This is an optimization exercise on Yosys and OpenROAD, whose aim is small area and a short achievable clock period, not a production implementation. Where RTL was checked, it was by simulation tests only, not by an equivalence proof against the original.

trial 87:
// layer_blend
module layer_blend #(
    parameter logic [23:0] BG_RGB    = 24'h000000,
    parameter logic        SYNC_IDLE = 1'b1
) (
    input  logic        clk,
    input  logic        rst,
    input  logic [31:0] color_rgba_top,
    input  logic [31:0] color_rgba_mid,
    input  logic [31:0] color_rgba_bot,
    input  logic        bright_in,
    input  logic        hsync_in,
    input  logic        vsync_in,
    output logic [23:0] rgb_out,
    output logic        bright_out,
    output logic        hsync_out,
    output logic        vsync_out
);
For scale: about 280 flip-flops, roughly 0.021 mm² of cells after synthesis.
==> flow/config.mk <==
export PLATFORM = sky130hd
export DESIGN_NAME = layer_blend
export DESIGN_NICKNAME = layer_blend
export VERILOG_FILES = /design/flow/design.v
export SDC_FILE = /design/flow/constraint.sdc
export NUM_CORES = 4
export LEC_CHECK = 0
export CAP_MARGIN = 20
export CORE_MARGIN = 2
export CORE_UTILIZATION = 60
export CTS_BUF_LIST = sky130_fd_sc_hd__clkbuf_8
export CTS_CLUSTER_DIAMETER = 60
export CTS_CLUSTER_SIZE = 20
export SETUP_SLACK_MARGIN = 4.0
export SLEW_MARGIN = 20
==> flow/constraint.sdc <==
create_clock -name core_clock -period 8.0 [get_ports {clk}]
set_input_delay 1.6000 -clock core_clock [delete_from_list [all_inputs] [get_ports {clk}]]
set_output_delay 1.6000 -clock core_clock [all_outputs]
set_load 0.01 [all_outputs]
standard.sh (not shown) runs the stock make flow with config.mk's settings and CLKGATE_MAP_FILE= SYNTH_SCRIPT=/design/flow/synth_recipe.tcl, a recipe that flattens the netlist after the stock synthesis.
==> flow/flow/run.sh <==
#!/bin/bash
set -euo pipefail
extra=()
if [[ -f flow/make.args ]]; then
  while IFS= read -r line; do [[ -n "$line" ]] && extra+=("$line"); done < flow/make.args
fi
bash standard.sh SYNTH_CANONICALIZE_TCL="$PWD/flow/leafmap.tcl" "${extra[@]}" finish > make.log 2>&1
Other scripts of this flow, unchanged in this note and not shown: flow/flow/leafmap.tcl, flow/flow/leafmap.v, flow/flow/make.args
> inputs changed (trial 87 -> build 76)
--- a/flow/design.v
+++ b/flow/design.v
@@ -16,16 +16,18 @@
     output logic        vsync_out
 );
     logic [23:0] s1_hx_n_r, s1_hy_n_r;    
     logic [14:0] s1_k_n_r;
     logic [23:0] mid_rgb_n_r;             
     logic [7:0]  mid_a_r;
+    logic [7:0]  mid_a_n_r;               
     logic [31:0] top_d1_r;
     logic [23:0] s2_hx_r, s2_hy_r;        
     logic [14:0] s2_k_r;
     logic [31:0] top_d2_r;
+    logic [7:0]  top_a_n_d2_r;            
     logic [23:0] s3_hx_n_r, s3_hy_n_r;    
     logic [14:0] s3_k_n_r;
     logic [1:0]  bright_sr_r;
     logic [1:0]  hsync_sr_r;
     logic [1:0]  vsync_sr_r;
     logic [23:0] hx1_n, hy1_n, hx2, hy2, hx3_n, hy3_n;
@@ -1445,30 +1447,32 @@
             end else begin : g_colour
                 lb_rows_mux_n u_b1 (.f(color_rgba_bot[8*ch+15:8*ch+8]), .b(BG_RGB[8*ch+7:8*ch]),
                                .a(color_rgba_bot[7:0]), .an(~color_rgba_bot[7:0]),
                                .hx(hx1_n[8*ch+7:8*ch]), .hy(hy1_n[8*ch+7:8*ch]), .k(k1_n[5*ch+4:5*ch]));
             end
             lb_rows_mux_p u_b2 (.f(mid_rgb_n_r[8*ch+7:8*ch]), .b(c1_n[8*ch+7:8*ch]),
-                           .a(mid_a_r), .an(~mid_a_r),
+                           .a(mid_a_r), .an(mid_a_n_r),
                            .hx(hx2[8*ch+7:8*ch]), .hy(hy2[8*ch+7:8*ch]), .k(k2[5*ch+4:5*ch]));
             lb_rows_mux_n u_b3 (.f(top_d2_r[8*ch+15:8*ch+8]), .b(c2[8*ch+7:8*ch]),
-                           .a(top_d2_r[7:0]), .an(~top_d2_r[7:0]),
+                           .a(top_d2_r[7:0]), .an(top_a_n_d2_r),
                            .hx(hx3_n[8*ch+7:8*ch]), .hy(hy3_n[8*ch+7:8*ch]), .k(k3_n[5*ch+4:5*ch]));
         end
     endgenerate
     always_ff @(posedge clk) begin
         s1_hx_n_r   <= hx1_n;
         s1_hy_n_r   <= hy1_n;
         s1_k_n_r    <= k1_n;
         mid_rgb_n_r <= ~color_rgba_mid[31:8];
         mid_a_r     <= color_rgba_mid[7:0];
+        mid_a_n_r   <= ~color_rgba_mid[7:0];
         top_d1_r    <= color_rgba_top;
         s2_hx_r     <= hx2;
         s2_hy_r     <= hy2;
         s2_k_r      <= k2;
         top_d2_r    <= top_d1_r;
+        top_a_n_d2_r <= ~top_d1_r[7:0];
     end
     always_ff @(posedge clk) begin
         s3_hx_n_r <= hx3_n;
         s3_hy_n_r <= hy3_n;
         s3_k_n_r  <= k3_n;
     end
Findings:
| wire length the detailed router placed on met1 | build 76 vs trial 87 | 3.4% lower |. Trial 87 -> build 76: number of standard cells in the final layout excluding fillers increased slightly. NOTE: global-route usage in build 76 falls short of that of trial 87. Against trial 87, placement-stage worst setup slack in build 76 came out worse. Build 76 leaves more setup margin than trial 87. Changes observed in build 76 relative to trial 87: area of the core region now sits higher.
For build 76, only the layout was checked, not whether the RTL still works.

==> separate check: timing with driven ports <==
No port has a modelled driver above. Below, the same layouts with a new extraction and two added sets of constraints. Step 1 sets driving cells, clkbuf_16 on the clock port and buf_2 on the other inputs (assumed; they add their load-dependent delay and slew). Step 2 also shifts input and output timing later by t, the mid clock arrival at the registers, as if the neighbouring blocks saw the same clock. Slacks: no drivers / after step 1 / after step 2; pairs: no drivers / after step 1.
run | t, ns | setup WS [ns] | hold WS [ns] | worst slew at a driven data input, ns | pins driven straight from the clock port
trial 87 | 0.657 | 4.124 / 4.124 / 3.671 | 0.331 / 0.331 / 0.331 | 0.05 | 1
build 76 | 0.655 | 4.130 / 4.127 / 3.701 | 0.330 / 0.330 / 0.330 | 0.06 | 1
After both steps setup and hold are still met in every run listed. The setup slack of trial 87, which loses most, moves by 0.000 ns with the drivers and by -0.453 ns with both steps.
